Context: an optimization exercise on an open-source flow, tuned for small area, a short achievable clock period and few clock cycles per item. The choices shown serve that exercise and are no tape-out recipe.
At most, simulation tests tie the RTL to the original design; equivalence was not proved.

==> 04-11 <==
## ex_muldiv_unit
module ex_muldiv_unit (
  input  logic        clk,
  input  logic        rst,
  input  logic        start_i,
  input  logic [2:0]  op_i,
  input  logic [31:0] rs1_i,
  input  logic [31:0] rs2_i,
  input  logic [4:0]  rd_addr_i,
  input  logic        flush_i,
  output logic        busy_o,
  output logic        done_o,
  output logic [31:0] result_o,
  output logic [4:0]  rd_addr_o
);
  logic s_mul, s_norm, s_div, s_done, s_idle;
  assign s_idle = ~(s_mul | s_norm | s_div | s_done);
  logic accept;
  assign accept = s_idle & start_i & ~flush_i;
  function automatic logic [1:0] nbytes_m1(input logic [31:0] v, input logic ext);
    logic nz1, nz2, nz3;
    nz1 = (v[15:8]  != {8{ext}});
    nz2 = (v[23:16] != {8{ext}});
    nz3 = (v[31:24] != {8{ext}});
    if (nz3)      nbytes_m1 = 2'd3;
    else if (nz2) nbytes_m1 = 2'd2;
    else if (nz1) nbytes_m1 = 2'd1;
    else          nbytes_m1 = 2'd0;
  endfunction
  logic        e1, e2, swap, sel;
  logic [1:0]  n1, n2;
  logic        a_neg, b_neg;
  logic [31:0] a_mag;
  assign e1    = ~(op_i[1] & op_i[0]) & rs1_i[31];    
  assign e2    = ~op_i[1] & rs2_i[31];                
  assign n1    = nbytes_m1(rs1_i, e1);
  assign n2    = nbytes_m1(rs2_i, e2);
  assign swap  = (n1 < n2);
  assign sel   = op_i[2] | swap;
  assign a_neg = ~op_i[0] & rs1_i[31];
  assign b_neg = ~op_i[0] & rs2_i[31];
  assign a_mag = (rs1_i ^ {32{a_neg}}) + {31'd0, a_neg};
  logic [32:0] a_q;       
  logic [31:0] b_q;       
  logic        bext_q;    
  logic        dcin_q, dz_q;
  logic        selhi_q;   
  logic        neg_q;     
  logic        negc_q;    
  always_ff @(posedge clk) begin
    selhi_q <= op_i[2] ? op_i[1] : (op_i[1:0] != 2'd0);
  ...
clock: 11.0 ns
lec_check: 0
cap_margin: 30
core_margin: 2
core_utilization: 40
setup_slack_margin: 5
slew_margin: 30
synth_hierarchical: 1
run.sh (not shown) runs the stock make flow with config.mk's settings and CLKGATE_MAP_FILE= SYNTH_SCRIPT=/design/flow/synth_recipe.tcl, a recipe that flattens the netlist after the stock synthesis.
==> inputs of 01-04, as changes to 04-11 <==
--- a/flow/design.v
+++ b/flow/design.v
@@ -26,23 +26,25 @@
     else if (nz1) nbytes_m1 = 2'd1;
     else          nbytes_m1 = 2'd0;
   endfunction
   logic        e1, e2, swap, sel;
   logic [1:0]  n1, n2;
   logic        a_neg, b_neg;
   logic [31:0] a_mag;
-  assign e1    = ~(op_i[1] & op_i[0]) & rs1_i[31];    
-  assign e2    = ~op_i[1] & rs2_i[31];                
+  assign e1    = (op_i[2] ? ~op_i[0] : ~(op_i[1] & op_i[0])) & rs1_i[31];
+  assign e2    = (op_i[2] ? ~op_i[0] : ~op_i[1]) & rs2_i[31];
   assign n1    = nbytes_m1(rs1_i, e1);
   assign n2    = nbytes_m1(rs2_i, e2);
   assign swap  = (n1 < n2);
   assign sel   = op_i[2] | swap;
-  assign a_neg = ~op_i[0] & rs1_i[31];
-  assign b_neg = ~op_i[0] & rs2_i[31];
-  assign a_mag = (rs1_i ^ {32{a_neg}}) + {31'd0, a_neg};
+  assign a_neg = e1;                                  
+  assign b_neg = e2;
+  ex_muldiv_abs32 u_abs (.v(rs1_i), .neg(a_neg), .m(a_mag));
+  logic quick;
+  assign quick = (rs2_i == 32'd0) | (({1'b0, n1} + {2'd0, a_neg}) < {1'b0, n2});
   logic [32:0] a_q;       
   logic [31:0] b_q;       
   logic        bext_q;    
   logic        dcin_q, dz_q;
   logic        selhi_q;   
   logic        neg_q;     
   logic        negc_q;    
@@ -1075,41 +1077,34 @@
   logic [4:0]  j;
   logic        early;
   logic [63:0] norm;
   assign j0    = {1'b0, lzc32(~a_q[31:0] | 32'd1)} - {1'b0, lzc32(b_q)};
   assign early = j0[6] | dz_q;
   assign j     = j0[4:0] | 5'd1;
   assign norm  = early ? {b_q, 32'd0} : ({32'd0, b_q} << (5'd31 - j));
-  always_comb begin
-    acc_d  = 64'd0;
-    accc_d = 64'd0;
-    cnt_d  = cnt_q - 4'd1;
-    if (s_mul) begin
-      acc_d  = mac_s;
-      accc_d = mac_c;
-    end else if (s_norm) begin
-      acc_d  = norm;
-      cnt_d  = 4'(j >> 1);
-    end else if (s_div) begin
-      acc_d  = {r2, acc_q[29:0], q1, q2};
-    end
-  end
+  assign acc_d  = ({64{s_mul}}  & mac_s) |
+                  ({64{s_norm}} & norm) |
+                  ({64{s_div}}  & {r2, acc_q[29:0], q1, q2}) |
+                  ({64{s_idle & op_i[2]}} & {a_mag, 32'd0});
+  assign accc_d = {64{s_mul}} & mac_c;
+  assign cnt_d  = s_norm ? 4'(j >> 1) : cnt_q - 4'd1;
   logic last;
   assign last = (cnt_q == 4'd0);
   always_ff @(posedge clk or posedge rst) begin
     if (rst) begin
       s_mul  <= 1'b0;
       s_norm <= 1'b0;
       s_div  <= 1'b0;
       s_done <= 1'b0;
     end else begin
       s_mul  <= (accept & ~op_i[2]) | (s_mul & ~flush_i & ~last);
-      s_norm <= accept & op_i[2];
+      s_norm <= accept & op_i[2] & ~quick;
       s_div  <= (s_norm & ~flush_i & ~early) | (s_div & ~flush_i & ~last);
-      s_done <= ((s_mul | s_div) & ~flush_i & last) | (s_norm & ~flush_i & early);
+      s_done <= ((s_mul | s_div) & ~flush_i & last) | (s_norm & ~flush_i & early) |
+                (accept & op_i[2] & quick);
     end
   end
   always_ff @(posedge clk) begin
     acc_q   <= acc_d;
     accc_q  <= accc_d;
     cnt_q   <= s_idle ? {2'd0, swap ? n1 : n2} : cnt_d;
     first_q <= s_idle;
@@ -1122,14 +1117,27 @@
   assign cin = negc_q | (selhi_q & clo_q);
   ex_muldiv_add32 u_add (.x(x), .y(y), .cin(cin), .s(sum));
   assign result_o  = sum;
   assign busy_o    = accept | s_mul | s_norm | s_div;
   assign done_o    = s_done;
   assign rd_addr_o = rd_addr_i;
 endmodule
+module ex_muldiv_abs32 (
+  input  logic [31:0] v,
+  input  logic        neg,
+  output logic [31:0] m
+);
+  logic [31:0] z;    
+  always_comb begin
+    z[0] = 1'b1;
+    for (int i = 1; i < 32; i++)
+      z[i] = z[i-1] & ~v[i-1];
+  end
+  assign m = v ^ ({32{neg}} & ~z);
+endmodule
 module ex_muldiv_cout32 (
   input  logic [31:0] x,
   input  logic [31:0] y,
   output logic        co
 );
   logic [31:0] g [6];
   logic [31:0] p [6];
==> inputs of 03-28, as changes to 04-11 <==
--- a/flow/config.mk
+++ b/flow/config.mk
@@ -4,10 +4,10 @@
 export VERILOG_FILES = /design/flow/design.v
 export SDC_FILE = /design/flow/constraint.sdc
 export NUM_CORES = 4
 export LEC_CHECK = 0
 export CAP_MARGIN = 30
 export CORE_MARGIN = 2
 export CORE_UTILIZATION = 40
-export SETUP_SLACK_MARGIN = 5
+export SETUP_SLACK_MARGIN = 4.5
 export SLEW_MARGIN = 30
 export SYNTH_HIERARCHICAL = 1
==> summary of the runs <==
Final area: 01-04 > 04-11 > 03-28.
In count of clock-buffer cells in the layout, 04-11 and 03-28 do not differ.
Between 01-04 and 03-28, the lower synthesized area is in 01-04 (gap 0.96%, measured against 03-28).
Via count, highest first: 04-11, 03-28, 01-04.
In 03-28 the synthesized cell count is higher than in 01-04, by about 4.5%.
Setup slack, lowest first: 03-28, 01-04, 04-11.
==> figures <==
metric	01-04	04-11	03-28
Synth Area in XOR/XNOR	6.06%	5.33%	5.33%
Insertion delay of the later-clocked pin in the worst-skew pair	0.60 ns	0.57 ns	0.57 ns
Capture point of the critical path	result_o[25]	result_o[28]	result_o[30]
Critical register-to-register path endpoint	acc_q[48]	acc_q[55]	acc_q[55]
Met1 wire length	46900 um	44600 um	44000 um
Multiplexer share of the synthesized area	8.74%	6.59%	6.59%
Number of nets in the layout	3840	3918	3893
Post-DR vias/cell	5.92	5.90	5.88
Die X	265 um	267 um	267 um
Final worst-path cycle share	55.0%	54.3%	58.0%
Outcome	timing/DRC/antenna clean	timing/DRC/antenna clean	timing/DRC/antenna clean
Reg-to-reg setup timing slack	5.11 ns	5.15 ns	4.74 ns
Initial Utilization	40.5%	40.3%	40.3%
Proportion of final cell area spent on non-clock buffers	7.18%	5.84%	5.20%
Final cell count without fillers	4211	4296	4272
Testbench counts of 04-11, summed over its fixed seeds: cycles 19,583, ops 4,000.
Testbench counts of 01-04, summed over its fixed seeds: cycles 19,280, ops 4,000.
Testbench counts of 03-28, summed over its fixed seeds: cycles 19,583, ops 4,000.

---

==> job 7949: inputs <==
Another version of the RTL of ex_muldiv_unit (not shown whole).
clock: 11.0 ns
lec_check: 0
cap_margin: 30
core_margin: 2
core_utilization: 40
setup_slack_margin: 5
slew_margin: 30
synth_hierarchical: 1
==> job 8769 (differences from job 7949) <==
--- a/flow/design.v
+++ b/flow/design.v
@@ -25,25 +25,27 @@
     else if (nz2) nbytes_m1 = 2'd2;
     else if (nz1) nbytes_m1 = 2'd1;
     else          nbytes_m1 = 2'd0;
   endfunction
   logic        e1, e2, swap, sel;
   logic [1:0]  n1, n2;
   logic        a_neg, b_neg;
   logic [31:0] a_mag;
-  assign e1    = ~(op_i[1] & op_i[0]) & rs1_i[31];    
-  assign e2    = ~op_i[1] & rs2_i[31];                
+  assign e1    = (op_i[2] ? ~op_i[0] : ~(op_i[1] & op_i[0])) & rs1_i[31];
+  assign e2    = (op_i[2] ? ~op_i[0] : ~op_i[1]) & rs2_i[31];
   assign n1    = nbytes_m1(rs1_i, e1);
   assign n2    = nbytes_m1(rs2_i, e2);
   assign swap  = (n1 < n2);
   assign sel   = op_i[2] | swap;
-  assign a_neg = ~op_i[0] & rs1_i[31];
-  assign b_neg = ~op_i[0] & rs2_i[31];
-  assign a_mag = (rs1_i ^ {32{a_neg}}) + {31'd0, a_neg};
+  assign a_neg = e1;                                  
+  assign b_neg = e2;
+  ex_muldiv_abs32 u_abs (.v(rs1_i), .neg(a_neg), .m(a_mag));
+  logic quick;
+  assign quick = (rs2_i == 32'd0) | (({1'b0, n1} + {2'd0, a_neg}) < {1'b0, n2});
   logic [32:0] a_q;       
   logic [31:0] b_q;       
   logic        bext_q;    
   logic        dcin_q, dz_q;
   logic        selhi_q;   
   logic        neg_q;     
   logic        negc_q;    
   always_ff @(posedge clk) begin
@@ -723,43 +725,36 @@
   logic [6:0]  j0;
   logic [4:0]  j;
   logic        early;
   logic [63:0] norm;
   assign j0    = {1'b0, lzc32(~a_q[31:0] | 32'd1)} - {1'b0, lzc32(b_q)};
   assign early = j0[6] | dz_q;
   assign j     = j0[4:0] | 5'd1;
   assign norm  = early ? {b_q, 32'd0} : ({32'd0, b_q} << (5'd31 - j));
-  always_comb begin
-    acc_d  = 64'd0;
-    accc_d = 64'd0;
-    cnt_d  = cnt_q - 4'd1;
-    if (s_mul) begin
-      acc_d  = mac_s;
-      accc_d = mac_c;
-    end else if (s_norm) begin
-      acc_d  = norm;
-      cnt_d  = 4'(j >> 1);
-    end else if (s_div) begin
-      acc_d  = {r2, acc_q[29:0], q1, q2};
-    end
-  end
+  assign acc_d  = ({64{s_mul}}  & mac_s) |
+                  ({64{s_norm}} & norm) |
+                  ({64{s_div}}  & {r2, acc_q[29:0], q1, q2}) |
+                  ({64{s_idle & op_i[2]}} & {a_mag, 32'd0});
+  assign accc_d = {64{s_mul}} & mac_c;
+  assign cnt_d  = s_norm ? 4'(j >> 1) : cnt_q - 4'd1;
   logic last;
   assign last = (cnt_q == 4'd0);
   always_ff @(posedge clk or posedge rst) begin
     if (rst) begin
       s_mul  <= 1'b0;
       s_norm <= 1'b0;
       s_div  <= 1'b0;
       s_done <= 1'b0;
     end else begin
       s_mul  <= (accept & ~op_i[2]) | (s_mul & ~flush_i & ~last);
-      s_norm <= accept & op_i[2];
+      s_norm <= accept & op_i[2] & ~quick;
       s_div  <= (s_norm & ~flush_i & ~early) | (s_div & ~flush_i & ~last);
-      s_done <= ((s_mul | s_div) & ~flush_i & last) | (s_norm & ~flush_i & early);
+      s_done <= ((s_mul | s_div) & ~flush_i & last) | (s_norm & ~flush_i & early) |
+                (accept & op_i[2] & quick);
     end
   end
   always_ff @(posedge clk) begin
     acc_q   <= acc_d;
     accc_q  <= accc_d;
     cnt_q   <= s_idle ? {2'd0, swap ? n1 : n2} : cnt_d;
     first_q <= s_idle;
     clo_q   <= s_mul & mac_clo;
@@ -770,16 +765,29 @@
   assign y   = selhi_q ? accc_q[63:32] : accc_q[31:0];
   assign cin = negc_q | (selhi_q & clo_q);
   ex_muldiv_add32 u_add (.x(x), .y(y), .cin(cin), .s(sum));
   assign result_o  = sum;
   assign busy_o    = accept | s_mul | s_norm | s_div;
   assign done_o    = s_done;
   assign rd_addr_o = rd_addr_i;
 endmodule
+module ex_muldiv_abs32 (
+  input  logic [31:0] v,
+  input  logic        neg,
+  output logic [31:0] m
+);
+  logic [31:0] z;    
+  always_comb begin
+    z[0] = 1'b1;
+    for (int i = 1; i < 32; i++)
+      z[i] = z[i-1] & ~v[i-1];
+  end
+  assign m = v ^ ({32{neg}} & ~z);
+endmodule
 module ex_muldiv_cout32 (
   input  logic [31:0] x,
   input  logic [31:0] y,
   output logic        co
 );
   logic [31:0] g [6];
   logic [31:0] p [6];
   always_comb begin
==> comparison <==
- Between job 7949 and job 8769, the lower final cell count is in job 8769 (gap 4.8%, measured against job 8769).
- Wire length: job 7949 is higher than job 8769 (1.2%).
- Between job 8769 and job 7949, the lower clock skew is in job 7949 (gap 0.0077 ns).
- Job 7949 completed with no timing, DRC or antenna violations. Job 8769 completed without violations.
- Between job 7949 and job 8769, the lower synthesized area is in job 8769 (gap 2.4%, measured against job 8769).
- Between job 7949 and job 8769, the lower utilization is in job 8769 (gap 0.48 points).
- Design area: job 8769 is lower than job 7949 (about 3%).
Testbench counts of job 8769, summed over its fixed seeds: cycles 19,280, ops 4,000.
No functional check of the RTL was part of job 7949.

## re-timing with driven ports
The flow's constraints put no driver on any port. The routed layouts listed below were extracted and timed again, unchanged, in two steps. Step 1, drivers: a clkbuf_16 drives clk and a buf_2 each remaining input, both assumed. Step 2 moves the port delays by t, midway between the first and last clock arrival at a register: inputs arrive t later, outputs are due t later. That takes back most of the time a late clock gives input paths. Three values: no drivers, after step 1, after step 2; two values: the first two.
run	t, ns	setup WS [ns]	hold slack, ns	latest minus earliest clock arrival (ns)	worst register clock-pin slew, ns
04-11	0.605	5.029 / 4.979 / 4.777	0.578 / 0.578 / 0.578	0.029 / 0.028	0.07 / 0.07
01-04	0.651	4.948 / 4.885 / 4.993	0.602 / 0.602 / 0.602	0.022 / 0.022	0.07 / 0.07
03-28	0.603	4.625 / 4.575 / 4.745	0.580 / 0.580 / 0.580	0.027 / 0.027	0.07 / 0.07
job 7949	0.644	4.883 / 4.818 / 4.883	0.580 / 0.580 / 0.580	0.028 / 0.028	0.07 / 0.07
job 8769	0.635	5.046 / 5.034 / 4.766	0.583 / 0.583 / 0.583	0.035 / 0.035	0.07 / 0.07
After both steps every run listed still meets setup and hold. For job 8769, which loses most, drivers alone change the setup slack by -0.012 ns; drivers and shift together by -0.280 ns.
